From an optimization exercise on the open Yosys and OpenROAD flow, aimed at small area and a short achievable clock period; shortcuts taken in it are not production practice. Only simulation tests tie the RTL to the original design; equivalence was not proved. Power and IR drop assume default switching activity.

==> design.v <==
package pmp_pkg;
   localparam int PMP_ENTRIES = 16;
   typedef logic [1:0] pmp_mode_t;
   localparam pmp_mode_t MODE_OFF   = 2'd0;
   localparam pmp_mode_t MODE_TOR   = 2'd1;
   localparam pmp_mode_t MODE_NA4   = 2'd2;
   localparam pmp_mode_t MODE_NAPOT = 2'd3;
   localparam logic [11:0] CSR_PMPCFG_BASE  = 12'h3a0;
   localparam logic [11:0] CSR_PMPADDR_BASE = 12'h3b0;
   localparam logic [1:0] AXI_RESP_OKAY   = 2'b00;
   localparam logic [1:0] AXI_RESP_SLVERR = 2'b10;
endpackage
module pmp_axil_ctl (
   input  logic                clk,
   input  logic                reset,
   input  logic                awvalid,
   input  logic [13:0]         awaddr,
   output logic                awready,
   input  logic                wvalid,
   input  logic [31:0]         wdata,
   input  logic [3:0]          wstrb,
   output logic                wready,
   output logic                bvalid,
   output logic [1:0]          bresp,
   input  logic                bready,
   input  logic                arvalid,
   input  logic [13:0]         araddr,
   output logic                arready,
   output logic                rvalid,
   output logic [31:0]         rdata,
   output logic [1:0]          rresp,
   input  logic                rready,
   input  logic [3:0]          turn,         
   input  logic                clearing,     
   output logic                wr_cfg,       
   output logic                wr_addr,      
   output logic                wr_last,      
   output logic                rd_cfg,       
   output logic                rd_addr,
   input  logic [31:0]         rd_word       
);
   logic idle_q, wait_q, gow_q, gor_q, bvalid_q, rvalid_q;
   logic take;
   logic is_wr;
   logic [11:0] csr;
   logic sel_cfg, sel_addr;
   logic [3:0] at_turn;
   logic cfg_q, addr_q, wr_q, last_q;
   logic [3:0] at_q;
   logic go;
   logic [31:0] rdata_q;
   assign awready = gow_q;
   assign wready  = gow_q;
   assign arready = gor_q;
   assign is_wr = awvalid & wvalid;
   assign take  = idle_q & ~clearing & (is_wr | arvalid);
   assign csr   = is_wr ? awaddr[13:2] : araddr[13:2];
   assign sel_cfg  = (csr[11:2] == pmp_pkg::CSR_PMPCFG_BASE[11:2]);
   assign sel_addr = (csr[11:4] == pmp_pkg::CSR_PMPADDR_BASE[11:4]);
   assign at_turn = sel_cfg ? 4'(14 - 4 * csr[1:0]) : 4'(14 - csr[3:0]);
   always_ff @(posedge clk) begin
      if (take) begin
         cfg_q  <= sel_cfg;
         addr_q <= sel_addr;
         wr_q   <= is_wr;
         last_q <= (csr[3:0] == 4'd15);
         at_q   <= at_turn;
      end
   end
   assign go = wait_q & (~(cfg_q | addr_q) | (turn == at_q));
   always_ff @(posedge clk) begin
      if (reset) begin
         idle_q   <= 1'b1;
         wait_q   <= 1'b0;
         gow_q    <= 1'b0;
         gor_q    <= 1'b0;
         bvalid_q <= 1'b0;
         rvalid_q <= 1'b0;
      end else begin
         idle_q   <= (idle_q & ~take) | (bvalid_q & bready) | (rvalid_q & rready);
         wait_q   <= take | (wait_q & ~go);
         gow_q    <= go & wr_q;
         gor_q    <= go & ~wr_q;
         bvalid_q <= gow_q | (bvalid_q & ~bready);
         rvalid_q <= gor_q | (rvalid_q & ~rready);
      end
   end
   assign wr_cfg  = gow_q & cfg_q;
   assign wr_addr = gow_q & addr_q;
   assign wr_last = last_q;
   assign rd_cfg  = cfg_q;
   assign rd_addr = addr_q;
   always_ff @(posedge clk) begin
      if (gor_q) begin
         rdata_q <= rd_word;
      end
   end
   assign bvalid = bvalid_q;
   assign rvalid = rvalid_q;
   assign rdata  = rdata_q;
   assign bresp = {~(cfg_q | addr_q), 1'b0};
   assign rresp = {~(cfg_q | addr_q), 1'b0};
endmodule
module pmp_csr_regs (
   input  logic                                clk,
   input  logic                                reset,
   input  logic                                wr_cfg,
   input  logic                                wr_addr,
   input  logic                                wr_last,
   input  logic [31:0]                         csr_wdata,
   input  logic                                rd_cfg,
   input  logic                                rd_addr,
   output logic [31:0]                         rd_word,
   output logic [3:0]                          turn,
   output logic [7:0]                          turn_j,     
   output logic [15:0]                         first,      
   output logic                                clearing,
   output logic [pmp_pkg::PMP_ENTRIES*6-1:0]   slot_cfg,
   output logic [pmp_pkg::PMP_ENTRIES*30-1:0]  slot_addr_n    
);
   logic [5:0]  cfg_q  [16];
   logic [29:0] addr_q [16];    
   logic [3:0]  turn_q;
   logic [7:0]  turn_jq;
   logic        clear_q;
   logic [5:0]  cfg_d  [4];
   logic [29:0] addr_d;
   logic        zero;
   logic        addr_lock;
   always_ff @(posedge clk) begin
      if (reset) begin
         turn_q  <= 4'd0;
         turn_jq <= 8'd0;
         clear_q <= 1'b1;
      end else begin
         turn_q  <= turn_q + 4'd1;
         turn_jq <= {turn_jq[6:0], ~turn_jq[7]};
         clear_q <= clear_q & (turn_q != 4'd14);
      end
   end
   assign zero = reset | clear_q;
   for (genvar b = 0; b < 4; b++) begin : g_cfg_port
      logic [7:0] raw;
      logic [5:0] prev;
      assign raw  = csr_wdata[8*b +: 8];
      assign prev = cfg_q[(b + 15) % 16];
      always_comb begin
         cfg_d[b] = prev;
         if (wr_cfg & ~prev[5]) begin
            cfg_d[b] = {raw[7], raw[4:2], raw[1] & raw[0], raw[0]};
         end
      end
   end
   assign addr_lock = cfg_q[15][5] |
                      (~wr_last & cfg_q[0][5] & (cfg_q[0][4:3] == pmp_pkg::MODE_TOR));
   assign addr_d = (wr_addr & ~addr_lock) ? ~csr_wdata[29:0] : addr_q[15];
   always_ff @(posedge clk) begin
      cfg_q[0]  <= zero ? 6'd0 : cfg_d[0];
      addr_q[0] <= zero ? '1 : addr_d;
      for (int s = 1; s < 4; s++) begin
         cfg_q[s] <= cfg_d[s];
      end
      for (int s = 4; s < 16; s++) begin
         cfg_q[s] <= cfg_q[s-1];
      end
      for (int s = 1; s < 16; s++) begin
         addr_q[s] <= addr_q[s-1];
      end
   end
   always_comb begin
      rd_word = '0;
      if (rd_cfg) begin
         for (int b = 0; b < 4; b++) begin
            rd_word[8*b +: 8] = {cfg_q[(b + 15) % 16][5], 2'b00, cfg_q[(b + 15) % 16][4:0]};
         end
      end else if (rd_addr) begin
         rd_word = {2'b00, ~addr_q[15]};
      end
   end
   assign turn     = turn_q;
   assign turn_j   = turn_jq;
   always_comb begin
      first[0] = ~turn_jq[0] & ~turn_jq[7];
      first[8] = turn_jq[0] & turn_jq[7];
      for (int k = 1; k < 8; k++) begin
         first[k]   = turn_jq[k-1] & ~turn_jq[k];
         first[k+8] = ~turn_jq[k-1] & turn_jq[k];
      end
   end
   assign clearing = clear_q;
   for (genvar s = 0; s < 16; s++) begin : g_out
      assign slot_cfg[6*s +: 6]    = cfg_q[s];
      assign slot_addr_n[30*s +: 30] = addr_q[s];
   end
endmodule
module pmp_addr_eq (
   input  logic [29:0] req_addr,
   input  logic [29:0] hi_addr_n,     
   input  logic [29:0] ign,
   output logic        eq_hit
);
   assign eq_hit = ~|(~(req_addr ^ hi_addr_n) & ~ign);
endmodule
module pmp_addr_lt (
   input  logic [29:0] req_addr,
   input  logic [29:0] hi_addr_n,     
   output logic        below
);
   logic [31:0] g0, p0;
   logic [15:0] g1, p1;
   logic [7:0]  g2, p2;
   logic [3:0]  g3, p3;
   logic [1:0]  g4, p4;
   always_comb begin
      g0 = {2'b00, ~(req_addr | hi_addr_n)};
      p0 = {2'b11, ~(req_addr & hi_addr_n)};
      for (int k = 0; k < 16; k++) begin
         g1[k] = g0[2*k+1] | (p0[2*k+1] & g0[2*k]);
         p1[k] = p0[2*k+1] & p0[2*k];
      end
      for (int k = 0; k < 8; k++) begin
         g2[k] = g1[2*k+1] | (p1[2*k+1] & g1[2*k]);
         p2[k] = p1[2*k+1] & p1[2*k];
      end
      for (int k = 0; k < 4; k++) begin
         g3[k] = g2[2*k+1] | (p2[2*k+1] & g2[2*k]);
         p3[k] = p2[2*k+1] & p2[2*k];
      end
      for (int k = 0; k < 2; k++) begin
         g4[k] = g3[2*k+1] | (p3[2*k+1] & g3[2*k]);
         p4[k] = p3[2*k+1] & p3[2*k];
      end
   end
   assign below = g4[1] | (p4[1] & g4[0]);
endmodule
module pmp_region_match (
   input  logic [32:0]                         check_req,
   input  logic [15:0]                         first,      
   input  logic                                clearing,
   input  logic [pmp_pkg::PMP_ENTRIES*6-1:0]   slot_cfg,
   input  logic [pmp_pkg::PMP_ENTRIES*30-1:0]  slot_addr_n,   
   output logic [pmp_pkg::PMP_ENTRIES-1:0]     match_vec,
   output logic [pmp_pkg::PMP_ENTRIES-1:0]     allow_vec
);
   logic [29:0] req_addr;
   logic [pmp_pkg::PMP_ENTRIES-1:0] below;
   assign req_addr   = check_req[32:3];
   for (genvar s = 0; s < pmp_pkg::PMP_ENTRIES; s++) begin : g_match
      logic [29:0] hi_addr_n;
      logic [5:0]  cfg;
      logic [29:0] ign;
      logic        eq_hit;
      logic        tor_hit;
      logic        is_tor;
      logic        is_eq;
      logic        perm;
      assign hi_addr_n = slot_addr_n[30*s +: 30];
      assign cfg     = slot_cfg[6*s +: 6];
      assign is_tor = ~clearing & (cfg[4:3] == pmp_pkg::MODE_TOR);
      assign is_eq  = ~clearing & cfg[4];
      always_comb begin
         ign[0] = cfg[3];
         for (int j = 1; j < 30; j++) begin
            ign[j] = ign[j-1] & ~hi_addr_n[j-1];
         end
      end
      pmp_addr_eq u_eq (.req_addr, .hi_addr_n, .ign, .eq_hit);
      pmp_addr_lt u_lt (.req_addr, .hi_addr_n, .below(below[s]));
      assign tor_hit = below[s] & (first[s] | ~below[(s + 15) % 16]);
      assign match_vec[s] = (is_tor & tor_hit) | (is_eq & eq_hit);
      always_comb begin
         case (check_req[2:1])
            2'd0:    perm = cfg[0];
            2'd1:    perm = cfg[1];
            2'd2:    perm = cfg[2];
            default: perm = 1'b0;
         endcase
      end
      assign allow_vec[s] = perm | (check_req[0] & ~cfg[5]);
   end
endmodule
module pmp_prio (
   input  logic [15:0] match_vec,
   input  logic [15:0] upper,       
   output logic [15:0] win,
   output logic        hit
);
   logic [15:0] up_match;
   logic [15:0] up_before;   
   logic [15:0] all_before;  
   logic        any_up;
   always_comb begin
      up_match = match_vec & upper;
      for (int s = 0; s < 16; s++) begin
         up_before[s]  = |(up_match & 16'((32'd1 << s) - 1));
         all_before[s] = |(match_vec & 16'((32'd1 << s) - 1));
      end
      any_up = |up_match;
      for (int s = 0; s < 16; s++) begin
         win[s] = match_vec[s] & (upper[s] ? ~up_before[s] : ~(any_up | all_before[s]));
      end
      hit = |match_vec;
   end
endmodule
module pmp_check (
   input  logic                                clk,
   input  logic                                reset,
   input  logic                                check_valid,
   input  logic                                machine,
   input  logic [3:0]                          turn,
   input  logic [7:0]                          turn_j,
   input  logic [pmp_pkg::PMP_ENTRIES-1:0]     match_vec,
   input  logic [pmp_pkg::PMP_ENTRIES-1:0]     allow_vec,
   output logic                                resp_valid,
   output logic [5:0]                          resp
);
   logic [15:0] upper;
   logic [15:0] win;
   logic        hit;
   logic        allowed;
   logic [15:0] win_q;
   logic [15:0] allow_q;
   logic        hit_q;
   logic        machine_q;
   logic [3:0]  turn_q;      
   logic [3:0]  ent [16];    
   logic [3:0]  hit_idx;
   always_comb begin
      for (int s = 0; s < 16; s++) begin
         if (s < 8) upper[s] = ~turn_j[7] & ~turn_j[s];
         else       upper[s] = ~turn_j[7] | turn_j[s-8];
      end
   end
   pmp_prio u_prio (
      .match_vec, .upper, .win, .hit
   );
   always_ff @(posedge clk) begin
      if (reset) begin
         resp_valid <= 1'b0;
      end else begin
         resp_valid <= check_valid;
      end
   end
   always_ff @(posedge clk) begin
      win_q     <= win;
      allow_q   <= allow_vec;
      hit_q     <= hit;
      machine_q <= machine;
      turn_q    <= turn;
   end
   always_comb begin
      allowed = machine_q & ~hit_q;
      for (int s = 0; s < 16; s++) begin
         allowed = allowed | (win_q[s] & allow_q[s]);
      end
      hit_idx = '0;
      for (int s = 0; s < 16; s++) begin
         ent[s]  = 4'(s) - turn_q;
         hit_idx = hit_idx | ({4{win_q[s]}} & ent[s]);
      end
   end
   assign resp = {allowed, hit_q, hit_idx};
endmodule
module pmp_top (
   input  logic                 clk,
   input  logic                 reset,
   input  logic                 awvalid,
   input  logic [13:0]          awaddr,
   output logic                 awready,
   input  logic                 wvalid,
   input  logic [31:0]          wdata,
   input  logic [3:0]           wstrb,
   output logic                 wready,
   output logic                 bvalid,
   output logic [1:0]           bresp,
   input  logic                 bready,
   input  logic                 arvalid,
   input  logic [13:0]          araddr,
   output logic                 arready,
   output logic                 rvalid,
   output logic [31:0]          rdata,
   output logic [1:0]           rresp,
   input  logic                 rready,
   input  logic                 check_valid,
   input  logic [32:0]          check_req,
   output logic                 resp_valid,
   output logic [5:0]           resp
);
   logic                               wr_cfg, wr_addr, wr_last;
   logic                               rd_cfg, rd_addr;
   logic [31:0]                        rd_word;
   logic [3:0]                         turn;
   logic [7:0]                         turn_j;
   logic [15:0]                        first;
   logic                               clearing;
   logic [pmp_pkg::PMP_ENTRIES*6-1:0]  slot_cfg;
   logic [pmp_pkg::PMP_ENTRIES*30-1:0] slot_addr_n;
   logic [pmp_pkg::PMP_ENTRIES-1:0]    match_vec;
   logic [pmp_pkg::PMP_ENTRIES-1:0]    allow_vec;
   pmp_axil_ctl u_ctl (
      .clk, .reset,
      .awvalid, .awaddr, .awready, .wvalid, .wdata, .wstrb, .wready,
      .bvalid, .bresp, .bready,
      .arvalid, .araddr, .arready, .rvalid, .rdata, .rresp, .rready,
      .turn, .clearing, .wr_cfg, .wr_addr, .wr_last, .rd_cfg, .rd_addr, .rd_word
   );
   pmp_csr_regs u_regs (
      .clk, .reset,
      .wr_cfg, .wr_addr, .wr_last, .csr_wdata(wdata),
      .rd_cfg, .rd_addr, .rd_word,
      .turn, .turn_j, .first, .clearing, .slot_cfg, .slot_addr_n
   );
   pmp_region_match u_match (
      .check_req, .first, .clearing, .slot_cfg, .slot_addr_n, .match_vec, .allow_vec
   );
   pmp_check u_check (
      .clk, .reset,
      .check_valid, .machine(check_req[0]), .turn, .turn_j, .match_vec, .allow_vec,
      .resp_valid, .resp
   );
endmodule
==> run.sh <==
#!/bin/bash
# synth_recipe.tcl (not shown) runs the flow's synth.tcl, then flattens the netlist and writes it again
# the make line also repeats each setting of config.mk as NAME=value (left out here)
make -C /OpenROAD-flow-scripts/flow DESIGN_CONFIG=/design/flow/config.mk WORK_HOME=/design/flow/orfs CLKGATE_MAP_FILE= SYNTH_SCRIPT=/design/flow/synth_recipe.tcl finish
==> config.mk <==
export PLATFORM = sky130hd
export DESIGN_NAME = pmp_top
export DESIGN_NICKNAME = pmp_top
export VERILOG_FILES = /design/flow/design.v
export SDC_FILE = /design/flow/constraint.sdc
export NUM_CORES = 4
export LEC_CHECK = 0
export CAP_MARGIN = 20
export CORE_MARGIN = 2
export CORE_UTILIZATION = 60
export SETUP_SLACK_MARGIN = 3.8
export SLEW_MARGIN = 20
export SYNTH_HIERARCHICAL = 1
==> constraint.sdc <==
create_clock -name core_clock -period 7.0 [get_ports {clk}]
set_input_delay 1.4000 -clock core_clock [delete_from_list [all_inputs] [get_ports {clk}]]
set_output_delay 1.4000 -clock core_clock [all_outputs]
set_load 0.01 [all_outputs]
==> run_results.csv, run 1 <==
group,metric,value,unit
floorplan,start_util,60.93,%
grt,grt_pass1_vias,33170,
setup_path,start_kind,"primary input",
pwr,pwr-share-comb,9.3,%
synthesis,ys.flop_type,"dfxtp_1",
clock_tree,numCtsBuffers,72,
setup_path,worstPathCellList,"buf_12, buf_16, nor2_1, or3_4, a311oi_2, o31ai_2, a211o_1, buf_4, nand4b_1, a21oi_2, a222oi_1, buf_4, nand2_1, or3_4, a21oi_2",
sta,max_slew_margin,21.52,%
floorplan,die_area,60890,sq um
grt,global_route.overflow_total,0,
floorplan,core_area,58030,sq um
clock_tree,clk_path_buf_depth,3,
run_status,status,"finished clean",
grt,antenna_found_initial,0,
routing,drt-met1-wl,53.46,mm
floorplan,core.rowCount,88,
clock_tree,cts_num_sinks,674,
cells_and_area,n_antenna_cell,0,
pwr,p_seq_share,45.1,%
clock_tree,insertion_delay,0.63,ns
floorplan,io_pins,153,
floorplan,fp.dieH,246.8,um
sta,tightestPinTransition,1.177,ns
synthesis,synth_top_family_by_area,"simple AND/OR/NAND/NOR gates",
floorplan,fp.dieW,246.8,um
routing,drt_iter0_markers,5604,
synthesis,synth_top_area_share,35.90,%
placed_design,globalplace.congestion,1.002,
cells_and_area,syn_to_final_growth,21.50,%
pwr,finalPower,0.008620,W
synthesis,synth_top_area_cell,"dfxtp_1",
routing,wl_met2,59.30,mm
synthesis,synthArstFlopShare,0,%
routing,highest_layer,"met4",
synthesis,synth_cell_types,87,
routing,drc_errors,0,
setup_path,endpoint_kind,"flip-flop",
cells_and_area,drive_gt1_share,13.90,%
sta,finClkSkew,0.03240,ns
pwr,leakagePower,14.05,nW
grt,grt_max_degree,45,
sta,max_freq,249.4,MHz
sta,final.setup.tns,0,ns
synthesis,synth_simple_gate_area_share,22.53,%
routing,dr_total_vias,36390,
sta,min_period,4.010,ns
clock_tree,root_buffer,"clkbuf_16",
routing,viasPerCell,7.132,
worst_hold_path,whs_path_depth,0,
setup_path,critical-path-max-stage-delay,0.45,ns
synthesis,synthXorXnorAreaFrac,12.14,%
sta,rsz0062_at_grt,"true",
routing,post_drt_wl_per_cell,27.28,um
cells_and_area,fin_area,42960,sq um
setup_path,cp_num_buf_inv,4,
cells_and_area,fill_cells,4424,
synthesis,synth_area_leaders,"dfxtp_1 (36%), xor2_1 (12%), o22ai_1 (6.2%)",
synthesis,synth-compound-area-share,22.15,%
setup_path,r2r_cells,12,
grt,grt_first_pass_wirelength,204.2,mm
setup_path,required,7.56,ns
cells_and_area,layout_common_cells,"dfxtp_1 (616), xor2_1 (481), nor2_1 (369)",
synthesis,synth_warnings,16,
pwr,ir_drop,242.0,uV
routing,antenna_left,0,
pwr,p_clk_share,45.6,%
routing,drt_first_pass_iters,9,
setup_path,arrival,4.57,ns
cells_and_area,num-nets-final,4396,
synthesis,avgSynthCellArea,8.928,sq um
setup_path,crit_type,"in -> reg",
sta,setup_violations,0,
synthesis,ys_ff_latch,674,
sta,maxSlewViolCount,0,
placed_design,dpl-instance-area,37730,sq um
synthesis,muxShareOfSynthArea,1.164,%
worst_hold_path,hold_class,"reg -> reg",
clock_tree,ctsHtreeMaxLevel,3,
cells_and_area,layout.area.seq,13930,sq um
synthesis,synth_fa_ha_area_share,0.8989,%
setup_path,crit_cells,15,
setup_path,crit_family,"compound AO/OA/AOI/OAI gates",
clock_tree,cts.clk_slew.worst_paths,0.06,ns
routing,wirelength,139.2,mm
job,max-cap-violations,0,
pwr,power_density,200.7,nW/um^2
sta,period_share,57.28,%
pwr,p_int,0.006499,W
synthesis,netlist_area,35360,sq um
synthesis,ys_seq_area_share,39.30,%
synthesis,synthCells,3960,
placed_design,io_buffers,141,
cells_and_area,multi_input_area,21590,sq um
placed_design,hpwl,87.70,mm
sta,final_hold_viol_count,0,
clock_tree,cts-hold-fix-buffers,0,
grt,grt_use_total,43.34,%
cells_and_area,layout_commonest_cell,"dfxtp_1",
clock_tree,cts_tree,"done",
pwr,switching_share,24.60,%
setup_path,slowest_stage,"a222oi_1",
pwr,p_sw,0.002120,W
synthesis,synth-edff-count,40,
setup_path,crit_fanout,19,
routing,dr_wl_met3,18.40,mm
[layout make-up]
class,count,area share [%]
clock inverters,34,0.9816
clock buffers,97,4.672
repair buffers,323,8.953
flip-flops and latches,674,32.42
well taps,765,2.228
inverters,52,0.4718
multi-input cells,3157,50.27
[worst paths after layout]
check,slack (ns),from,endpoint
worst min register to register,0.34,u_regs.cfg_q[10][4]$_DFF_P_,u_regs.cfg_q[11][4]$_DFF_P_
worst max-delay path,2.99,check_req[12],u_check.win_q[1]$_DFF_P_
worst max register to register,3.19,u_regs.addr_q[9][3]$_DFF_P_,u_check.win_q[9]$_DFF_P_
worst min-delay path,0.34,u_regs.cfg_q[10][4]$_DFF_P_,u_regs.cfg_q[11][4]$_DFF_P_
[power by group through the flow]
stage	Sequential (W)	Combinational [W]	Clock [W]
2_1_floorplan	0.00397	0.000263	0
3_3_place_gp	0.00398	0.000611	0
3_5_place_dp	0.00398	0.000617	0
4_1_cts	0.00389	0.000736	0.00393
5_1_grt	0.00389	0.000835	0.00409
6_report	0.00389	0.000801	0.00393
[per-module statistics from Yosys (local to each module, per instance), excerpt]
module / cells inside / area, sq um / flip-flops and latches / copies in the design
pmp_addr_eq: 55 / 399.1 / 0 / 16
pmp_region_match: 947 / 5373 / 0 / 1
pmp_check: 144 / 1486 / 39 / 1
pmp_csr_regs: 816 / 13300 / 589 / 1
pmp_axil_ctl: 114 / 1822 / 46 / 1
pmp_addr_lt: 61 / 404.1 / 0 / 16
pmp_prio: 83 / 524.3 / 0 / 1
[stage by stage]
| stage | worst slack [ns] | utilization [%] | hold slack (ns) | cells |
|---|---|---|---|---|
| 6_report | 2.990 | 74.03 | 0.3390 | 5102 |
| 5_1_grt | 2.939 | 74.03 | 0.3511 | 5102 |
| 4_1_cts | 3.159 | 72.66 | 0.3451 | 5066 |
| 3_5_place_dp | 1.468 | 65.03 | 0.3368 | 4849 |
| 3_3_place_gp | 1.555 | 65.02 | 0.3326 | 4849 |
| 2_1_floorplan | 2.967 | - | 0.3301 | 3962 |
[registers in the layout, summed over array words and instances, names as in the netlist, 4 cells and up]
signal	cells
u_regs.addr_q	480
u_regs.cfg_q	96
u_ctl.rdata_q	32
u_check.allow_q	16
u_check.win_q	16
u_regs.turn_jq	8
u_check.turn_q	4
u_ctl.at_q	4
u_regs.turn_q	4
[Yosys cell counts, types with 25 or more instances]
master	n
o31ai_1	113
a222oi_1	99
edfxtp_1	40
nand4_1	57
nor2_1	374
a22oi_1	56
o21ai_1	28
nand2_1	212
nand4b_1	29
and2_1	38
nand2b_1	40
xor2_1	481
nor3_1	214
a21oi_1	80
nor2b_1	78
inv_1	51
mux2i_1	25
or4_1	25
clkbuf_1	37
nand3_1	70
a211oi_1	36
o22ai_1	353
o21ai_0	118
nor4_1	168
or3_1	49
dfxtp_1	634
a31oi_1	58
[layer usage]
metal  vias up  track usage [%]
met5         -                0
met4         0            22.06
met3       558            10.55
met2      2760            65.04
met1     17140            57.96
li1      15930                -
[cells by family after synthesis]
group	Yosys count
compound gates	1105
xor+xnor	490
fa+ha+maj	27
buf+inv	131
flops	674
mux	39
other cells	3
simple gates	1491
[what timing repair did]
item,4_1_cts,5_1_grt
resized for setup,265,78
setup endpoints to repair,25,24
buffers inserted,72,30
pin swaps,94,46
gates cloned,14,6
==> run 2: changes to the inputs <==
--- a/design.v
+++ b/design.v
@@ -322,7 +322,6 @@
    logic [15:0] allow_q;
    logic        hit_q;
    logic        machine_q;
-   logic [3:0]  turn_q;      
    logic [3:0]  ent [16];    
    logic [3:0]  hit_idx;
    always_comb begin
@@ -346,7 +345,6 @@
       allow_q   <= allow_vec;
       hit_q     <= hit;
       machine_q <= machine;
-      turn_q    <= turn;
    end
    always_comb begin
       allowed = machine_q & ~hit_q;
@@ -355,7 +353,7 @@
       end
       hit_idx = '0;
       for (int s = 0; s < 16; s++) begin
-         ent[s]  = 4'(s) - turn_q;
+         ent[s]  = 4'(s + 1) - turn;
          hit_idx = hit_idx | ({4{win_q[s]}} & ent[s]);
       end
    end
==> run_results.csv, run 2 <==
group,metric,value,unit
run_status,status,"finished clean",
cells_and_area,layout_common_cells,"dfxtp_1 (615), xor2_1 (481), nor2_1 (364)",
cells_and_area,layout_commonest_cell,"dfxtp_1",
synthesis,synthXorXnorAreaFrac,12.20,%
setup_path,crit_fanout,14,
cells_and_area,reg_top3,"u_regs.addr_q: 480 flops, u_regs.cfg_q: 96 flops, u_ctl.rdata_q: 32 flops",
pwr,p_sw,0.002105,W
routing,drt_iter0_markers,6159,
sta,min_period,4.222,ns
pwr,p_clk_share,45.6,%
setup_path,start_kind,"primary input",
job,max-cap-violations,0,
pwr,power_density,200.3,nW/um^2
pwr,finalPower,0.008564,W
pwr,p_int,0.006459,W
synthesis,yosysMostFrequentCell,"dfxtp_1",
placed_design,hpwl,87.44,mm
synthesis,synth_warnings,16,
floorplan,start_util,60.86,%
synthesis,synthTopCellsByCount,"dfxtp_1 (630), xor2_1 (481), nor2_1 (373)",
routing,wirelength,142.1,mm
placed_design,dpl-instance-area,37740,sq um
synthesis,synth_simple_gate_area_share,22.49,%
floorplan,die_area,60700,sq um
synthesis,synth_area_leaders,"dfxtp_1 (36%), xor2_1 (12%), o22ai_1 (6.3%)",
grt,antenna_found_initial,7,
clock_tree,clk_path_buf_depth,3,
floorplan,io_pins,153,
grt,grt_use_total,45.01,%
cells_and_area,syn_to_final_growth,21.27,%
clock_tree,cts_num_sinks,670,
cells_and_area,fill_cells,4363,
cells_and_area,layout.area.seq,13850,sq um
cells_and_area,multi_input_area,21670,sq um
sta,tightestPinTransition,1.147,ns
clock_tree,cts.clk_slew.worst_paths,0.07,ns
pwr,switching_share,24.58,%
setup_path,endpoint_kind,"flip-flop",
routing,dr_total_vias,36390,
floorplan,fp.dieW,246.4,um
sta,finClkSkew,0.03658,ns
sta,setup_violations,0,
routing,post_drt_wl_per_cell,27.96,um
pwr,p_seq_share,45.1,%
placed_design,dp.cells,4851,
sta,period_share,60.31,%
placed_design,globalplace.congestion,0.9895,
sta,max_freq,236.9,MHz
sta,final_hold_viol_count,0,
placed_design,io_buffers,141,
clock_tree,ctsHtreeMaxLevel,3,
synthesis,synth-compound-area-share,22.28,%
synthesis,synth_top_area_cell,"dfxtp_1",
routing,drc_errors,0,
pwr,ir_drop,255.4,uV
sta,maxSlewViolCount,0,
synthesis,ys_ff_latch,670,
synthesis,netlist_area,35250,sq um
pwr,leakagePower,13.90,nW
grt,grt_max_degree,42,
cells_and_area,drive_gt1_share,13.91,%
synthesis,synthCells,3952,
synthesis,ys.flop_type,"dfxtp_1",
cells_and_area,fin_area,42740,sq um
synthesis,synth_top_family_by_area,"simple AND/OR/NAND/NOR gates",
setup_path,r2r_slack,2.92,ns
routing,antenna_left,0,
cells_and_area,num-nets-final,4374,
cells_and_area,fin_cells,5080,
setup_path,arrival,4.76,ns
synthesis,avgSynthCellArea,8.919,sq um
sta,rsz0062_at_grt,"true",
synthesis,synth_cell_types,87,
sta,max_slew_margin,23.28,%
setup_path,required,7.53,ns
cells_and_area,top_register,"u_regs.addr_q",
synthesis,ys_seq_area_share,39.19,%
synthesis,muxShareOfSynthArea,1.143,%
synthesis,synth_fa_ha_area_share,0.8661,%
clock_tree,cts_tree,"done",
synthesis,synthArstFlopShare,0,%
synthesis,synth_top_area_share,35.78,%
synthesis,synth-edff-count,40,
setup_path,crit_type,"in -> reg",
floorplan,core_area,57920,sq um
routing,viasPerCell,7.164,
pwr,pwr-share-comb,9.4,%
grt,grt_first_pass_wirelength,209.9,mm
worst_hold_path,hold_class,"reg -> reg",
clock_tree,root_buffer,"clkbuf_16",
grt,grt_pass1_vias,33460,
floorplan,core.rowCount,88,
cells_and_area,largest_register_ffs,480,
routing,drt_first_pass_iters,8,
grt,global_route.overflow_total,0,
clock_tree,numCtsBuffers,71,
clock_tree,insertion_delay,0.64,ns
sta,final.setup.tns,0,ns
floorplan,fp.dieH,246.4,um
## run 2: timing repair
item,in CTS,in global routing
endpoints found under the setup margin,41,25
pin swaps,71,30
buffers inserted,63,17
cloned,18,2
gates resized for setup,270,50
hold buffers,0,0
## run 2: power by group through the flow
stage	Sequential (W)	Combinational, W	Clock [W]
finish	0.00386	0.000802	0.00390
global route	0.00386	0.000830	0.00405
CTS	0.00386	0.000748	0.00390
detailed placement	0.00395	0.000618	0
global placement	0.00395	0.000613	0
floorplan	0.00394	0.000259	0
## run 2: path summary, 6_finish.rpt
kind,from,to,cells past startpoint
worst max register to register,u_regs.cfg_q[4][3]$_DFF_P_,u_check.win_q[10]$_DFF_P_,16
worst max-delay path,check_req[17],u_check.win_q[4]$_DFF_P_,14
worst min-delay path,u_regs.cfg_q[13][5]$_DFF_P_,u_regs.cfg_q[14][5]$_DFF_P_,0
worst min register to register,u_regs.cfg_q[13][5]$_DFF_P_,u_regs.cfg_q[14][5]$_DFF_P_,0
## run 2: stage by stage
| stage | setup WS (ns) | hold WS (ns) | util [%] |
|---|---|---|---|
| final | 2.778 | 0.3481 | 73.81 |
| after global routing | 2.686 | 0.3551 | 73.79 |
| after CTS | 3.052 | 0.3496 | 73.00 |
| after detailed placement | 1.362 | 0.3363 | 65.16 |
| after global placement | 1.408 | 0.3326 | 65.16 |
| after floorplan | 2.967 | 0.3301 | - |
## run 2: logic make-up after synthesis
logic type | after synthesis
buffers and inverters | 132
flip-flops | 670
XOR/XNOR | 491
multiplexers | 38
adder cells (fa/ha/maj) | 26
AND/OR/NAND/NOR | 1486
other | 3
AO/OA/AOI/OAI | 1106
## run 2: per-module statistics from Yosys, one instance, submodules excluded, a selection
module	flops+latches	cells	cell area, sq um	copies in the design
pmp_axil_ctl	46	114	1822	1
pmp_addr_lt	0	61	404.1	16
pmp_addr_eq	0	55	399.1	16
pmp_check	35	136	1379	1
pmp_prio	0	83	524.3	1
pmp_csr_regs	589	816	13300	1
pmp_region_match	0	947	5373	1
## run 2: metal layers
layer	wire (um)	GRT usage (%)	vias to the layer above
met5	13	0	-
met4	8012	23.55	2
met3	19250	10.52	560
met2	61130	67.29	2836
met1	53650	60.40	17100
li1	-	-	15900
## run 2: cell type report
type	instances	area share (%)
multi-input cells	3152	50.69
flip-flops and latches	670	32.41
repair buffers	310	8.559
clock buffers	102	4.932
well taps	765	2.239
clock inverters	24	0.6703
inverters	54	0.4859
diodes	3	0.01756
## run 2: worst max-delay path: stages
cell and delay (ns):
buf_16 0.11, buf_12 0.17, a222oi_1 0.45, o2111ai_1 0.25, o31ai_2 0.43, a211o_1 0.23
nand2b_1 0.08, nand4b_1 0.12, a21oi_2 0.12, a222oi_1 0.31, buf_4 0.21, nand3_4 0.09
or3_4 0.52, o21ai_4 0.26
==> run 3: changes to the inputs <==
--- a/config.mk
+++ b/config.mk
@@ -8,6 +8,8 @@
 export CAP_MARGIN = 20
 export CORE_MARGIN = 2
 export CORE_UTILIZATION = 60
-export SETUP_SLACK_MARGIN = 3.8
+export CTS_CLUSTER_DIAMETER = 150
+export CTS_CLUSTER_SIZE = 24
+export SETUP_SLACK_MARGIN = 2.6
 export SLEW_MARGIN = 20
 export SYNTH_HIERARCHICAL = 1
==> run_results.csv, run 3 <==
group,metric,value,unit
run_status,status,"finished clean",
clock_tree,cts_tree,"done",
synthesis,ys.flop_type,"dfxtp_1",
synthesis,synthCells,3952,
sta,max_slew_margin,31.34,%
placed_design,globalplace.congestion,0.9947,
grt,grt_first_pass_wirelength,191.7,mm
grt,grt_pass1_vias,31190,
clock_tree,cts_num_sinks,670,
floorplan,fp.dieH,246.4,um
sta,setup_violations,0,
setup_path,required,7.59,ns
routing,drt_iter0_markers,5169,
sta,tightestPinTransition,1.028,ns
synthesis,synth_cell_types,87,
sta,max_freq,230.2,MHz
cells_and_area,layout_common_cells,"dfxtp_1 (626), xor2_1 (481), nor2_1 (370)",
setup_path,crit_fanout,30,
synthesis,ys_ff_latch,670,
clock_tree,insertion_delay,0.66,ns
sta,finClkSkew,0.02177,ns
placed_design,io_buffers,141,
sta,final_hold_viol_count,0,
sta,rsz0062_at_grt,"true",
sta,final.setup.tns,0,ns
grt,global_route.overflow_total,0,
grt,grt_use_total,40.44,%
floorplan,die_area,60700,sq um
clock_tree,cts.clk_slew.worst_paths,0.10,ns
setup_path,slowest_stage,"buf_2",
floorplan,start_util,60.86,%
routing,antenna_left,0,
grt,grt_max_degree,41,
setup_path,endpoint_kind,"flip-flop",
routing,drc_errors,0,
synthesis,avgSynthCellArea,8.919,sq um
setup_path,arrival,4.94,ns
floorplan,io_pins,153,
floorplan,core_area,57920,sq um
routing,dr_total_vias,34510,
floorplan,fp.dieW,246.4,um
routing,drt_first_pass_iters,10,
sta,min_period,4.343,ns
synthesis,ys_seq_area_share,39.19,%
cells_and_area,drive_gt1_share,7.873,%
routing,viasPerCell,7.053,
sta,maxSlewViolCount,0,
synthesis,synthTopCellsByCount,"dfxtp_1 (630), xor2_1 (481), nor2_1 (373)",
synthesis,synth_area_leaders,"dfxtp_1 (36%), xor2_1 (12%), o22ai_1 (6.3%)",
pwr,ir_drop,216.8,uV
job,max-cap-violations,0,
synthesis,synth_top_area_cell,"dfxtp_1",
synthesis,netlist_area,35250,sq um
placed_design,hpwl,89.38,mm
setup_path,critical-path-max-stage-delay,0.52,ns
clock_tree,ctsHtreeMaxLevel,1,
cells_and_area,n_antenna_cell,0,
cells_and_area,num-nets-final,4239,
clock_tree,root_buffer,"clkbuf_16",
setup_path,worstPathCellList,"buf_2, buf_6, o22ai_1, a311oi_2, o31ai_1, a211o_1, nand4b_1, a21oi_1, a222oi_1, buf_4, nand3_1, o41ai_1, and3_1",
clock_tree,numCtsBuffers,31,
synthesis,synth-edff-count,40,
cells_and_area,top_register,"u_regs.addr_q",
cells_and_area,largest_register_ffs,480,
worst_hold_path,hold_class,"reg -> reg",
cells_and_area,fin_area,38830,sq um
setup_path,start_kind,"primary input",
pwr,leakagePower,12.03,nW
routing,post_drt_wl_per_cell,26.05,um
synthesis,synth_top_area_share,35.78,%
grt,antenna_found_initial,0,
cells_and_area,syn_to_final_growth,10.17,%
cells_and_area,reg_top3,"u_regs.addr_q: 480 flops, u_regs.cfg_q: 96 flops, u_ctl.rdata_q: 32 flops",
floorplan,core.rowCount,88,
routing,wirelength,127.5,mm
sta,period_share,62.04,%
synthesis,yosysMostFrequentCell,"dfxtp_1",
pwr,power_density,168.7,nW/um^2
placed_design,dpl-instance-area,37630,sq um
synthesis,synth_warnings,16,
clock_tree,clk_path_buf_depth,3,
setup_path,crit_type,"in -> reg",
synthesis,synthArstFlopShare,0,%
cells_and_area,layout_commonest_cell,"dfxtp_1",
-- run 3: cell count changes in the layout (fill, tap and decap cells not counted), moves of 13 or more --
cell       change
clkbuf_16     -44
clkbuf_8      -14
buf_4         -50
bufbuf_16     -13
buf_16        -16
a21oi_1       +14
-- run 3: where the power goes --
group / internal (W) / total, W / leakage, nW / switching [W]
sequential: 0.00385 / 0.00386 / 5.47 / 0.0000113
combinational: 0.000230 / 0.000651 / 6.16 / 0.000421
clock: 0.000811 / 0.00204 / 0.398 / 0.00123
total: 0.00489 / 0.00655 / 12.0 / 0.00166
-- run 3: final cells by class --
cell class | count | area [sq um]
clock buffer | 36 | 804.5
multi-input combinational | 3152 | 20990
inverter | 54 | 202.7
fill | 4959 | 19080
timing repair buffer | 215 | 2049
sequential | 670 | 13820
clock inverter | 1 | 8.758
tap | 765 | 957.2
-- run 3: final timing paths --
kind | start | endpoint | slack (ns) | cells past startpoint
setup reg to reg | u_regs.cfg_q[7][3]$_DFF_P_ | u_check.win_q[6]$_DFF_P_ | 2.79 | 13
hold / removal | u_regs.cfg_q[13][2]$_DFF_P_ | u_regs.cfg_q[14][2]$_DFF_P_ | 0.35 | 0
hold reg to reg | u_regs.cfg_q[13][2]$_DFF_P_ | u_regs.cfg_q[14][2]$_DFF_P_ | 0.35 | 0
setup / recovery | check_req[8] | u_check.win_q[14]$_DFF_P_ | 2.66 | 13
-- run 3: per-module statistics from Yosys, one instance, submodules excluded, a selection --
module / times used / cells inside / cell area [sq um] / flip-flops and latches
pmp_region_match: 1 / 947 / 5373 / 0
pmp_addr_eq: 16 / 55 / 399.1 / 0
pmp_check: 1 / 136 / 1379 / 35
pmp_csr_regs: 1 / 816 / 13300 / 589
pmp_prio: 1 / 83 / 524.3 / 0
pmp_axil_ctl: 1 / 114 / 1822 / 46
pmp_addr_lt: 16 / 61 / 404.1 / 0
-- run 3: stage by stage --
step	hold WS [ns]	worst slack, ns	power [W]	instances	utilization (%)
2_1_floorplan	0.3301	2.859	0.004204	3954	-
3_3_place_gp	0.3322	1.516	0.004560	4845	64.95
3_5_place_dp	0.3364	1.507	0.004564	4845	64.97
4_1_cts	0.3510	2.623	0.006526	4885	66.56
5_1_grt	0.3542	2.586	0.006729	4893	67.05
6_report	0.3492	2.657	0.006552	4893	67.05
-- run 3: worst max-delay path: cells and delay by family --
family / cells / cell delay (ns)
compound gates: 7 / 1.91
buf+inv: 3 / 1.14
simple gates: 3 / 0.43
-- run 3: per-layer routing --
metal / global-route usage [%] / up-vias / part of all wire (%)
met5: 0 / - / 0
met4: 16.23 / 0 / 4.1
met3: 7.505 / 333 / 11
met2: 62.17 / 2230 / 44
met1: 55.98 / 16420 / 40
li1: - / 15530 / -
-- run 3: repair_timing --
item,4_1_cts,5_1_grt
pin swaps,2,17
endpoints found under the setup margin,19,18
hold buffers,0,0
gates resized for setup,27,50
buffers inserted,3,7
cloned,0,1
-- run 3: cell families (layout without fill, tap and decap cells) --
| logic type | after synthesis | after routing | share of synthesized area (%) |
|---|---|---|---|
| AND/OR/NAND/NOR | 1486 | 1486 | 22.49 |
| AO/OA/AOI/OAI | 1106 | 1106 | 22.28 |
| flip-flops | 670 | 670 | 39.19 |
| XOR/XNOR | 491 | 491 | 12.20 |
| buffers and inverters | 132 | 306 | 1.800 |
| multiplexers | 38 | 38 | 1.143 |
| adder cells (fa/ha/maj) | 26 | 26 | 0.8661 |
| other | 3 | 5 | 0.03194 |
==> run 4: changes to the inputs <==
--- a/config.mk
+++ b/config.mk
@@ -10,6 +10,6 @@
 export CORE_UTILIZATION = 60
 export CTS_CLUSTER_DIAMETER = 150
 export CTS_CLUSTER_SIZE = 24
-export SETUP_SLACK_MARGIN = 2.6
+export SETUP_SLACK_MARGIN = 3.2
 export SLEW_MARGIN = 20
 export SYNTH_HIERARCHICAL = 1
==> run_results.csv, run 4 <==
group,metric,value,unit
setup_path,cp_num_buf_inv,2,
pwr,power_density,164.9,nW/um^2
setup_path,endpoint_kind,"flip-flop",
routing,wirelength,136.0,mm
synthesis,synth_simple_gate_area_share,22.49,%
cells_and_area,drive_gt1_share,10.38,%
synthesis,synth-compound-area-share,22.28,%
run_status,status,"finished clean",
job,max-cap-violations,0,
worst_hold_path,hp-start,"u_regs.cfg_q[13][0]$_DFF_P_",
cells_and_area,fin_area,40420,sq um
setup_path,start_kind,"primary input",
floorplan,fp.dieH,246.4,um
synthesis,avgSynthCellArea,8.919,sq um
floorplan,core_area,57920,sq um
synthesis,synth_area_leaders,"dfxtp_1 (36%), xor2_1 (12%), o22ai_1 (6.3%)",
sta,final.setup.tns,0,ns
synthesis,netlist_area,35250,sq um
sta,maxSlewViolCount,0,
setup_path,crit-reg2reg-launch,"u_regs.cfg_q[1][3]$_DFF_P_",
cells_and_area,top_register,"u_regs.addr_q",
synthesis,synth_top_area_share,35.78,%
worst_hold_path,hold_class,"reg -> reg",
routing,dr_total_vias,35380,
setup_path,slowest_stage,"or3_4",
worst_hold_path,holdPathEnd,"u_regs.cfg_q[14][0]$_DFF_P_",
clock_tree,cts_tree,"done",
synthesis,synth_warnings,16,
grt,grt_max_degree,42,
cells_and_area,num-nets-final,4293,
placed_design,io_buffers,141,
floorplan,die_area,60700,sq um
sta,tightestPinTransition,1.142,ns
synthesis,ys_seq_area_share,39.19,%
worst_hold_path,whs_path_depth,0,
clock_tree,cts_num_sinks,670,
routing,antenna_left,0,
setup_path,crit_family,"compound AO/OA/AOI/OAI gates",
synthesis,synthTopCellsByCount,"dfxtp_1 (630), xor2_1 (481), nor2_1 (373)",
sta,setup_violations,0,
setup_path,crit_type,"in -> reg",
synthesis,synth-edff-count,40,
setup_path,worstPathCellList,"buf_6, buf_8, o22ai_1, a311oi_2, o31ai_4, a211o_1, nand4b_1, a21oi_4, a222oi_1, nand3_2, or3_4, o21ai_2",
placed_design,dpl-instance-area,37590,sq um
synthesis,ys.flop_type,"dfxtp_1",
sta,min_period,3.999,ns
synthesis,synth_top_area_cell,"dfxtp_1",
cells_and_area,reg_top3,"u_regs.addr_q: 480 flops, u_regs.cfg_q: 96 flops, u_ctl.rdata_q: 32 flops",
synthesis,synthXorXnorAreaFrac,12.20,%
synthesis,synth_cell_types,87,
clock_tree,cts.clk_slew.worst_paths,0.10,ns
sta,final_hold_viol_count,0,
synthesis,ys_ff_latch,670,
synthesis,synth_top_family_by_area,"simple AND/OR/NAND/NOR gates",
synthesis,yosysMostFrequentCell,"dfxtp_1",
floorplan,start_util,60.86,%
grt,antenna_found_initial,3,
pwr,leakagePower,12.77,nW
routing,drt_iter0_markers,5299,
floorplan,core.rowCount,88,
sta,period_share,57.12,%
grt,grt_use_total,42.57,%
cells_and_area,layout_common_cells,"dfxtp_1 (622), xor2_1 (481), nor2_1 (372)",
setup_path,arrival,4.58,ns
sta,max_slew_margin,23.63,%
cells_and_area,syn_to_final_growth,14.68,%
placed_design,hpwl,88.79,mm
clock_tree,root_buffer,"clkbuf_16",
cells_and_area,layout_commonest_cell,"dfxtp_1",
synthesis,synth_fa_ha_area_share,0.8661,%
routing,drt_first_pass_iters,10,
cells_and_area,largest_register_ffs,480,
grt,grt_first_pass_wirelength,199.6,mm
grt,grt_pass1_vias,32330,
clock_tree,insertion_delay,0.65,ns
floorplan,io_pins,153,
clock_tree,clk_path_buf_depth,3,
clock_tree,cts-hold-fix-buffers,0,
setup_path,required,7.58,ns
setup_path,crit_fanout,27,
setup_path,r2r-end,"u_check.win_q[8]$_DFF_P_",
grt,global_route.overflow_total,0,
sta,rsz0062_at_grt,"true",
setup_path,r2r_cells,14,
synthesis,muxShareOfSynthArea,1.143,%
pwr,ir_drop,198.3,uV
setup_path,critical-path-max-stage-delay,0.50,ns
routing,viasPerCell,7.149,
routing,post_drt_wl_per_cell,27.49,um
floorplan,fp.dieW,246.4,um
clock_tree,numCtsBuffers,31,
setup_path,r2r_slack,3.09,ns
routing,drc_errors,0,
synthesis,synthCells,3952,
clock_tree,ctsHtreeMaxLevel,1,
placed_design,globalplace.congestion,0.9966,
sta,finClkSkew,0.01487,ns
synthesis,synthArstFlopShare,0,%
sta,holdWs,0.3552,ns
sta,max_freq,250.1,MHz
==> run 4: cell counts after synthesis <==
No cell type changed its count.
==> run 4: metrics by stage <==
step | total power, W | worst slack (ns) | instances | utilization (%)
after floorplan | 0.004204 | 2.967 | 3954 | -
after global placement | 0.004558 | 1.554 | 4838 | 64.90
after detailed placement | 0.004564 | 1.507 | 4838 | 64.91
final | 0.006666 | 3.001 | 4948 | 69.80
after CTS | 0.006614 | 3.179 | 4925 | 68.82
after global routing | 0.006834 | 2.927 | 4947 | 69.79
==> run 4: cells by family after synthesis <==
group	Yosys count
multiplexers	38
AO/OA/AOI/OAI	1106
AND/OR/NAND/NOR	1486
other	3
XOR/XNOR	491
flip-flops	670
adder cells (fa/ha/maj)	26
buffers and inverters	132
==> run 4: routing by layer <==
metal / wire length (um) / track usage (%) / part of all wire, % / vias to the layer above
li1: - / - / - / 15680
met1: 53160 / 59.11 / 39 / 16670
met2: 59020 / 63.93 / 43 / 2597
met3: 17600 / 8.682 / 13 / 432
met4: 6230 / 18.66 / 4.6 / 0
met5: 0 / 0 / 0 / -
==> run 4: layout make-up <==
| class | count | area [sq um] |
|---|---|---|
| Multi-Input combinational cell | 3152 | 21360 |
| Fill cell | 4796 | 17490 |
| Sequential cell | 670 | 13840 |
| Timing Repair Buffer | 269 | 3249 |
| Tap cell | 765 | 957.2 |
| Clock buffer | 36 | 804.5 |
| Inverter | 54 | 202.7 |
| Clock inverter | 1 | 8.758 |
| Antenna cell | 1 | 2.502 |
==> run 4: modules after synthesis, one instance, submodules excluded, a selection <==
module / cells inside / flops+latches
pmp_addr_eq: 55 / 0
pmp_addr_lt: 61 / 0
pmp_axil_ctl: 114 / 46
pmp_check: 136 / 35
pmp_csr_regs: 816 / 589
pmp_prio: 83 / 0
pmp_region_match: 947 / 0
==> run 4: how the worst max path moves through the flow <==
| stage | from | endpoint | slack, ns | cells after the start |
|---|---|---|---|---|
| floorplan | check_req[30] | u_check.win_q[0]$_DFF_P_ | 2.97 | 13 |
| global placement | check_req[12] | u_check.win_q[6]$_DFF_P_ | 1.55 | 14 |
| detailed placement | check_req[10] | u_check.win_q[0]$_DFF_P_ | 1.51 | 13 |
| CTS | check_req[10] | u_check.win_q[14]$_DFF_P_ | 3.18 | 14 |
| global route | check_req[29] | u_check.win_q[3]$_DFF_P_ | 2.93 | 14 |
| finish | check_req[8] | u_check.win_q[3]$_DFF_P_ | 3.00 | 12 |
==> run 4: timing repair <==
| action | 4_1_cts | 5_1_grt |
|---|---|---|
| resized for setup | 196 | 63 |
| cloned | 12 | 3 |
| setup buffers | 38 | 19 |
| endpoints found under the setup margin | 21 | 21 |
| pin swaps | 63 | 59 |
==> run 4: report_power, final <==
group          switching, W  internal (W)
logic              0.000463      0.000302
registers        0.00000896       0.00385
clock network       0.00123      0.000812
==> run 4: worst reg2reg max path, stage by stage (launching register included) <==
cell	delay (ns)
dfxtp_1	0.61
nor4b_2	0.51
or3b_2	0.60
nor4_1	0.29
o22ai_1	0.13
nor2_1	0.21
nand4_1	0.12
nor2_1	0.18
nand2_1	0.09
a21oi_2	0.28
a222oi_1	0.17
buf_4	0.19
and3_2	0.24
nand3_1	0.09
o32ai_1	0.10
==> run 5: changes to the inputs <==
==> flow/run.sh (new file) <==
#!/bin/bash
# Standard layout, with the slow stacked complex cells kept out of the
# netlist: flow/dont_use.txt lists the platform's own don't-use cells plus
# those.
set -e
cp standard.sh standard_sh.txt
bash standard.sh DONT_USE_CELLS="$(tr '\n' ' ' < flow/dont_use.txt)" finish > standard.log 2>&1
==> flow/dont_use.txt (new file) <==
sky130_fd_sc_hd__probe_p_8
sky130_fd_sc_hd__probec_p_8
sky130_fd_sc_hd__lpflow_bleeder_1
sky130_fd_sc_hd__lpflow_clkbufkapwr_1
sky130_fd_sc_hd__lpflow_clkbufkapwr_16
sky130_fd_sc_hd__lpflow_clkbufkapwr_2
sky130_fd_sc_hd__lpflow_clkbufkapwr_4
sky130_fd_sc_hd__lpflow_clkbufkapwr_8
sky130_fd_sc_hd__lpflow_clkinvkapwr_1
sky130_fd_sc_hd__lpflow_clkinvkapwr_16
sky130_fd_sc_hd__lpflow_clkinvkapwr_2
sky130_fd_sc_hd__lpflow_clkinvkapwr_4
sky130_fd_sc_hd__lpflow_clkinvkapwr_8
sky130_fd_sc_hd__lpflow_decapkapwr_12
sky130_fd_sc_hd__lpflow_decapkapwr_3
sky130_fd_sc_hd__lpflow_decapkapwr_4
sky130_fd_sc_hd__lpflow_decapkapwr_6
sky130_fd_sc_hd__lpflow_decapkapwr_8
sky130_fd_sc_hd__lpflow_inputiso0n_1
sky130_fd_sc_hd__lpflow_inputiso0p_1
sky130_fd_sc_hd__lpflow_inputiso1n_1
sky130_fd_sc_hd__lpflow_inputiso1p_1
sky130_fd_sc_hd__lpflow_inputisolatch_1
sky130_fd_sc_hd__lpflow_isobufsrc_1
sky130_fd_sc_hd__lpflow_isobufsrc_16
sky130_fd_sc_hd__lpflow_isobufsrc_2
sky130_fd_sc_hd__lpflow_isobufsrc_4
sky130_fd_sc_hd__lpflow_isobufsrc_8
sky130_fd_sc_hd__lpflow_isobufsrckapwr_16
sky130_fd_sc_hd__lpflow_lsbuf_lh_hl_isowell_tap_1
sky130_fd_sc_hd__lpflow_lsbuf_lh_hl_isowell_tap_2
sky130_fd_sc_hd__lpflow_lsbuf_lh_hl_isowell_tap_4
sky130_fd_sc_hd__lpflow_lsbuf_lh_isowell_4
sky130_fd_sc_hd__lpflow_lsbuf_lh_isowell_tap_1
sky130_fd_sc_hd__lpflow_lsbuf_lh_isowell_tap_2
sky130_fd_sc_hd__lpflow_lsbuf_lh_isowell_tap_4
sky130_fd_sc_hd__a2111o_1
sky130_fd_sc_hd__a2111o_2
sky130_fd_sc_hd__a2111o_4
sky130_fd_sc_hd__a2111oi_0
sky130_fd_sc_hd__a2111oi_1
sky130_fd_sc_hd__a2111oi_2
sky130_fd_sc_hd__a2111oi_4
sky130_fd_sc_hd__a221oi_1
sky130_fd_sc_hd__a221oi_2
sky130_fd_sc_hd__a221oi_4
sky130_fd_sc_hd__a222oi_1
sky130_fd_sc_hd__a311oi_1
sky130_fd_sc_hd__a311oi_2
sky130_fd_sc_hd__a311oi_4
sky130_fd_sc_hd__a32oi_1
sky130_fd_sc_hd__a32oi_2
sky130_fd_sc_hd__a32oi_4
sky130_fd_sc_hd__a41oi_1
sky130_fd_sc_hd__a41oi_2
sky130_fd_sc_hd__a41oi_4
sky130_fd_sc_hd__nor4b_1
sky130_fd_sc_hd__nor4b_2
sky130_fd_sc_hd__nor4b_4
sky130_fd_sc_hd__nor4bb_1
sky130_fd_sc_hd__nor4bb_2
sky130_fd_sc_hd__nor4bb_4
sky130_fd_sc_hd__o2111a_1
sky130_fd_sc_hd__o2111a_2
sky130_fd_sc_hd__o2111a_4
sky130_fd_sc_hd__o2111ai_1
sky130_fd_sc_hd__o2111ai_2
sky130_fd_sc_hd__o2111ai_4
sky130_fd_sc_hd__o221ai_1
sky130_fd_sc_hd__o221ai_2
sky130_fd_sc_hd__o221ai_4
sky130_fd_sc_hd__o311ai_0
sky130_fd_sc_hd__o311ai_1
sky130_fd_sc_hd__o311ai_2
sky130_fd_sc_hd__o311ai_4
sky130_fd_sc_hd__o32ai_1
sky130_fd_sc_hd__o32ai_2
sky130_fd_sc_hd__o32ai_4
sky130_fd_sc_hd__o41ai_1
sky130_fd_sc_hd__o41ai_2
sky130_fd_sc_hd__o41ai_4
sky130_fd_sc_hd__or3_1
sky130_fd_sc_hd__or3_2
sky130_fd_sc_hd__or3_4
sky130_fd_sc_hd__or3b_1
sky130_fd_sc_hd__or3b_2
sky130_fd_sc_hd__or3b_4
sky130_fd_sc_hd__or4_1
sky130_fd_sc_hd__or4_2
sky130_fd_sc_hd__or4_4
sky130_fd_sc_hd__or4b_1
sky130_fd_sc_hd__or4b_2
sky130_fd_sc_hd__or4b_4
sky130_fd_sc_hd__or4bb_1
sky130_fd_sc_hd__or4bb_2
sky130_fd_sc_hd__or4bb_4
==> standard.sh (new file) <==
#!/bin/bash
# synth_recipe.tcl (not shown) runs the flow's synth.tcl, then flattens the netlist and writes it again
# the make line also repeats each setting of config.mk as NAME=value (left out here)
make -C /OpenROAD-flow-scripts/flow DESIGN_CONFIG=/design/flow/config.mk WORK_HOME=/design/flow/orfs CLKGATE_MAP_FILE= SYNTH_SCRIPT=/design/flow/synth_recipe.tcl "${@:-finish}"
--- a/config.mk
+++ b/config.mk
@@ -10,6 +10,6 @@
 export CORE_UTILIZATION = 60
 export CTS_CLUSTER_DIAMETER = 150
 export CTS_CLUSTER_SIZE = 24
-export SETUP_SLACK_MARGIN = 3.2
+export SETUP_SLACK_MARGIN = 3.8
 export SLEW_MARGIN = 20
 export SYNTH_HIERARCHICAL = 1
removed: run.sh
==> run_results.csv, run 5 <==
group,metric,value,unit
synthesis,yosysMostFrequentCell,"dfxtp_1",
synthesis,synth_area_leaders,"dfxtp_1 (35%), xor2_1 (12%), o22ai_1 (6.1%)",
setup_path,crit_cells,16,
sta,maxSlewViolCount,0,
placed_design,globalplace.congestion,0.9869,
worst_hold_path,holdPathEnd,"u_regs.cfg_q[11][2]$_DFF_P_",
clock_tree,cts_num_sinks,670,
grt,global_route.overflow_total,0,
setup_path,r2r_cells,12,
floorplan,io_pins,153,
floorplan,core_area,60020,sq um
setup_path,endpoint_kind,"flip-flop",
clock_tree,cts_tree,"done",
worst_hold_path,hp-start,"u_regs.cfg_q[10][2]$_DFF_P_",
cells_and_area,layout_commonest_cell,"dfxtp_1",
setup_path,r2r-end,"u_check.win_q[9]$_DFF_P_",
clock_tree,root_buffer,"clkbuf_16",
sta,final.setup.tns,0,ns
synthesis,synthTopCellsByCount,"dfxtp_1 (630), xor2_1 (482), o22ai_1 (356)",
sta,tightestPinTransition,1.105,ns
clock_tree,cts.clk_slew.worst_paths,0.09,ns
synthesis,synthArstFlopShare,0,%
sta,max_freq,270.4,MHz
sta,final_hold_viol_count,0,
synthesis,synthCells,4095,
synthesis,ys.flop_type,"dfxtp_1",
floorplan,die_area,62430,sq um
routing,antenna_left,0,
cells_and_area,top_register,"u_regs.addr_q",
setup_path,r2r_slack,3.32,ns
sta,finClkSkew,0.02689,ns
setup_path,crit-reg2reg-launch,"u_regs.addr_q[4][14]$_DFF_P_",
routing,wirelength,146.6,mm
pwr,ir_drop,203.8,uV
sta,rsz0062_at_grt,"true",
setup_path,crit_family,"compound AO/OA/AOI/OAI gates",
routing,post_drt_wl_per_cell,27.96,um
placed_design,io_buffers,141,
clock_tree,ctsHtreeMaxLevel,1,
sta,period_share,52.83,%
synthesis,synth_top_area_cell,"dfxtp_1",
grt,antenna_found_initial,4,
clock_tree,insertion_delay,0.66,ns
routing,dr_total_vias,37080,
cells_and_area,largest_register_ffs,480,
cells_and_area,layout_common_cells,"dfxtp_1 (611), xor2_1 (482), o22ai_1 (352)",
cells_and_area,syn_to_final_growth,20.04,%
routing,viasPerCell,7.074,
synthesis,synth_top_area_share,34.77,%
setup_path,required,7.59,ns
cells_and_area,drive_gt1_share,15.62,%
sta,max_slew_margin,26.30,%
cells_and_area,num-nets-final,4565,
sta,min_period,3.698,ns
synthesis,ys_seq_area_share,38.09,%
setup_path,slowest_stage,"a22oi_4",
routing,drt_iter0_markers,5454,
setup_path,worstPathCellList,"buf_16, buf_12, clkbuf_16, buf_4, a22oi_1, nand2_1, a211oi_2, a21oi_2, o211ai_1, nand2b_1, nand4b_1, a21oi_4, a22oi_4, nand4_4, nor2_4, a31o_1",
cells_and_area,reg_top3,"u_regs.addr_q: 480 flops, u_regs.cfg_q: 96 flops, u_ctl.rdata_q: 32 flops",
placed_design,hpwl,89.24,mm
setup_path,crit_fanout,12,
floorplan,core.rowCount,90,
synthesis,ys_ff_latch,670,
run_status,status,"finished clean",
sta,setup_violations,0,
job,max-cap-violations,0,
floorplan,fp.dieH,249.9,um
setup_path,critical-path-max-stage-delay,0.31,ns
grt,grt_pass1_vias,33540,
worst_hold_path,whs_path_depth,0,
synthesis,synth_warnings,16,
grt,grt_max_degree,65,
clock_tree,numCtsBuffers,31,
sta,holdWs,0.3524,ns
cells_and_area,utilization,72.54,%
pwr,power_density,156.6,nW/um^2
routing,drt_first_pass_iters,8,
worst_hold_path,hold_class,"reg -> reg",
floorplan,start_util,60.43,%
grt,grt_use_total,43.99,%
setup_path,crit_type,"in -> reg",
synthesis,avgSynthCellArea,8.857,sq um
setup_path,start_kind,"primary input",
routing,drc_errors,0,
setup_path,cp_num_buf_inv,4,
clock_tree,clk_path_buf_depth,3,
synthesis,netlist_area,36270,sq um
setup_path,arrival,4.29,ns
synthesis,synth_cell_types,84,
synthesis,synth-edff-count,40,
pwr,leakagePower,14.54,nW
floorplan,fp.dieW,249.9,um
grt,grt_first_pass_wirelength,211.9,mm
run 5: kinds of logic after synthesis:
kind of cell             Yosys count  synth area share [%]
buffers and inverters            153                 2.087
other                              3               0.03105
adder cells (fa/ha/maj)           10                0.3450
AND/OR/NAND/NOR                 1559                 24.27
AO/OA/AOI/OAI                   1171                 22.22
XOR/XNOR                         491                 11.86
flip-flops                       670                 38.09
multiplexers                      38                 1.111
run 5: area by class of cell:
class	instances	area, sq um
tap	782	978.4
sequential	670	13850
inverter	81	309.0
multi-input combinational	3276	22610
antenna	5	12.51
clock buffer	37	808.3
timing repair buffer	390	4956
fill	4625	16480
clock inverter	1	8.758
run 5: per-stage QoR:
step | area, sq um | instances | power [W] | setup WS [ns]
2_1_floorplan | 36370 | 4097 | 0.004225 | 3.595
3_3_place_gp | 38610 | 4999 | 0.004577 | 1.753
3_5_place_dp | 38610 | 4999 | 0.004582 | 1.767
4_1_cts | 42690 | 5183 | 0.006735 | 3.371
5_1_grt | 43530 | 5239 | 0.006974 | 3.187
6_report | 43540 | 5242 | 0.006818 | 3.302
run 5: what timing repair did:
action	in CTS	in global routing
setup buffers	121	48
hold buffers	0	0
endpoints found under the setup margin	25	23
pin swaps	118	66
gates resized for setup	371	54
gates cloned	25	6
run 5: Yosys stat by module (local to each module, per instance), excerpt:
module,copies in the design,cells inside
pmp_addr_lt,16,70
pmp_addr_eq,16,50
pmp_axil_ctl,1,118
pmp_prio,1,88
pmp_check,1,140
pmp_region_match,1,1013
pmp_csr_regs,1,816
run 5: where the power goes:
| group | switching, W | internal, W |
|---|---|---|
| combinational | 0.000518 | 0.000384 |
| clock | 0.00124 | 0.000813 |
| sequential | 0.0000115 | 0.00385 |
run 5: layer usage:
metal | GRT usage (%) | wire, um | share of wire, %
met1 | 59.63 | 56230 | 38
met3 | 10.14 | 19200 | 13
met2 | 65.37 | 62220 | 42
met5 | 0 | 0 | 0
met4 | 22.72 | 8927 | 6.1
run 5: how the worst max path moves through the flow:
stage | from | to | slack [ns]
4_1_cts | u_regs.turn_q[2]$_SDFF_PP0_ | resp[3] | 3.37
6_report | check_req[9] | u_check.win_q[9]$_DFF_P_ | 3.30
5_1_grt | u_regs.addr_q[7][3]$_DFF_P_ | u_check.win_q[11]$_DFF_P_ | 3.19
3_5_place_dp | check_req[11] | u_check.win_q[8]$_DFF_P_ | 1.77
3_3_place_gp | check_req[11] | u_check.win_q[8]$_DFF_P_ | 1.75
2_1_floorplan | check_req[30] | u_check.win_q[14]$_DFF_P_ | 3.59
==> run 6: changes to the inputs <==
--- a/config.mk
+++ b/config.mk
@@ -10,6 +10,6 @@
 export CORE_UTILIZATION = 60
 export CTS_CLUSTER_DIAMETER = 150
 export CTS_CLUSTER_SIZE = 24
-export SETUP_SLACK_MARGIN = 3.8
+export SETUP_SLACK_MARGIN = 2.8
 export SLEW_MARGIN = 20
 export SYNTH_HIERARCHICAL = 1
==> run_results.csv, run 6 <==
group,metric,value,unit
routing,drt_first_pass_iters,5,
setup_path,arrival,4.63,ns
sta,tightestPinTransition,1.238,ns
sta,final_hold_viol_count,0,
run_status,status,"finished clean",
setup_path,endpoint_kind,"flip-flop",
routing,dr_total_vias,34910,
sta,period_share,58.59,%
cells_and_area,layout_common_cells,"dfxtp_1 (626), xor2_1 (482), o22ai_1 (356)",
synthesis,netlist_area,36270,sq um
cells_and_area,fill_cells,5181,
synthesis,ys_ff_latch,670,
synthesis,synth_top_area_share,34.77,%
pwr,pwr-share-comb,10.3,%
clock_tree,cts.clk_slew.worst_paths,0.09,ns
floorplan,fp.dieW,249.9,um
setup_path,crit_type,"in -> reg",
routing,antenna_left,0,
grt,grt_use_total,39.54,%
clock_tree,numCtsBuffers,31,
sta,setup_violations,0,
setup_path,required,7.53,ns
floorplan,fp.dieH,249.9,um
synthesis,synthArstFlopShare,0,%
cells_and_area,layout.area.seq,13830,sq um
grt,antenna_found_initial,2,
routing,drt_iter0_markers,4660,
synthesis,ys.flop_type,"dfxtp_1",
sta,finClkSkew,0.01578,ns
routing,drc_errors,0,
synthesis,synthCells,4095,
synthesis,avgSynthCellArea,8.857,sq um
floorplan,core.rowCount,90,
synthesis,synthTopCellsByCount,"dfxtp_1 (630), xor2_1 (482), o22ai_1 (356)",
floorplan,start_util,60.43,%
cells_and_area,n_antenna_cell,0,
setup_path,crit_fanout,30,
sta,final.setup.tns,0,ns
routing,dr_wl_met3,14.27,mm
routing,wl_met2,55.39,mm
synthesis,synth_cell_types,84,
cells_and_area,drive_gt1_share,8.997,%
clock_tree,cts_tree,"done",
pwr,leakagePower,12.72,nW
pwr,switching_share,25.32,%
placed_design,globalplace.congestion,1.003,
pwr,p_int,0.004902,W
cells_and_area,multi_input_area,21780,sq um
grt,grt_first_pass_wirelength,195.4,mm
-- run 6: cells by family (layout without fill, tap and decap cells) --
group                      Yosys count  in the layout  synth area share [%]
AOI/OAI and AO/OA                 1171           1171                 22.22
xor gates and xnor gates           491            491                 11.86
adders and majority gates           10             10                0.3450
buffers and inverters              153            334                 2.087
DFF                                670            670                 38.09
muxes                               38             38                 1.111
other                                3              5               0.03105
and+or+nand+nor                   1559           1560                 24.27
-- run 6: through the flow --
stage	total power, W	hold WS [ns]	setup slack (ns)	util (%)	cell area [sq um]
floorplan	0.004225	0.3301	3.361	-	36280
CTS	0.006552	0.3547	2.713	65.84	39520
global placement	0.004582	0.3334	1.773	64.36	38630
global route	0.006748	0.3567	2.799	66.20	39730
detailed placement	0.004590	0.3362	1.777	64.36	38630
finish	0.006563	0.3537	2.899	66.20	39730
-- run 6: power groups by stage --
stage	Combinational, W	Clock [W]	Sequential (W)
finish	0.000675	0.00203	0.00386
global route	0.000718	0.00217	0.00386
CTS	0.000645	0.00205	0.00386
detailed placement	0.000639	0	0.00395
global placement	0.000630	0	0.00395
floorplan	0.000280	0	0.00394
-- run 6: cell type report --
cell class	instances	area share, %
Clock buffer	38	2.044
Multi-Input combinational cell	3275	54.82
Inverter	81	0.7715
Timing Repair Buffer	215	5.101
Tap cell	782	2.462
Sequential cell	670	34.80
-- run 6: worst max-delay path: cells and delay by family --
kind | cells | cell delay, ns
and+or+nand+nor | 4 | 0.66
buffers and inverters | 2 | 0.66
AOI/OAI and AO/OA | 8 | 1.84
-- run 6: per-module statistics from Yosys (local to each module, per instance), a selection --
module	cells inside	cell area [sq um]	flops+latches	copies in the design
pmp_addr_eq	50	389.1	0	16
pmp_region_match	1013	6038	0	1
pmp_addr_lt	70	429.2	0	16
pmp_check	140	1395	35	1
pmp_prio	88	584.3	0	1
pmp_csr_regs	816	13320	589	1
pmp_axil_ctl	118	1836	46	1
-- run 6: per-layer routing --
layer / vias up / global-route usage (%)
li1: 15950 / -
met1: 16510 / 55.69
met2: 2114 / 59.80
met3: 340 / 7.280
met4: 4 / 15.80
met5: - / 0
-- run 6: what timing repair did --
| action | 4_1_cts | 5_1_grt |
|---|---|---|
| hold buffers | 0 | 0 |
| gates resized for setup | 24 | 26 |
| setup endpoints to repair | 19 | 19 |
| setup buffers | 1 | 14 |
| cloned | 0 | 1 |
| pin swaps | 0 | 7 |
-- run 6: path summary, 6_finish.rpt --
kind	cells after the start	to	slack [ns]	start
worst max-delay path	14	u_check.win_q[8]$_DFF_P_	2.90	check_req[11]
worst min-delay path	0	u_regs.cfg_q[5][5]$_DFF_P_	0.35	u_regs.cfg_q[4][5]$_DFF_P_
worst max register to register	12	u_check.win_q[3]$_DFF_P_	3.08	u_regs.addr_q[5][7]$_DFF_P_
worst min register to register	0	u_regs.cfg_q[5][5]$_DFF_P_	0.35	u_regs.cfg_q[4][5]$_DFF_P_

[re-timing with driven ports]
Ports are ideal in the flow. The routed layouts listed here were re-timed in OpenROAD. Step 1 assumes that a clkbuf_16 drives the clock port and a buf_2 every other input. Step 2, shift: input delay + t, output delay - t, t = (earliest + latest rising clock arrival at the registers) / 2. This alone moves slack from input paths to output paths. a / b / c = no drivers / after step 1 / after step 2; a / b = the first two.
run | t (ns) | setup WS [ns]
run 1 | 0.684 | 2.990 / 2.806 / 2.122
run 2 | 0.688 | 2.778 / 2.702 / 2.015
run 3 | 0.710 | 2.657 / 2.635 / 1.988
run 4 | 0.706 | 3.001 / 2.874 / 2.168
run 5 | 0.724 | 3.302 / 3.148 / 2.424
run 6 | 0.699 | 2.899 / 2.857 / 2.224
After both steps every run listed still meets setup and hold.
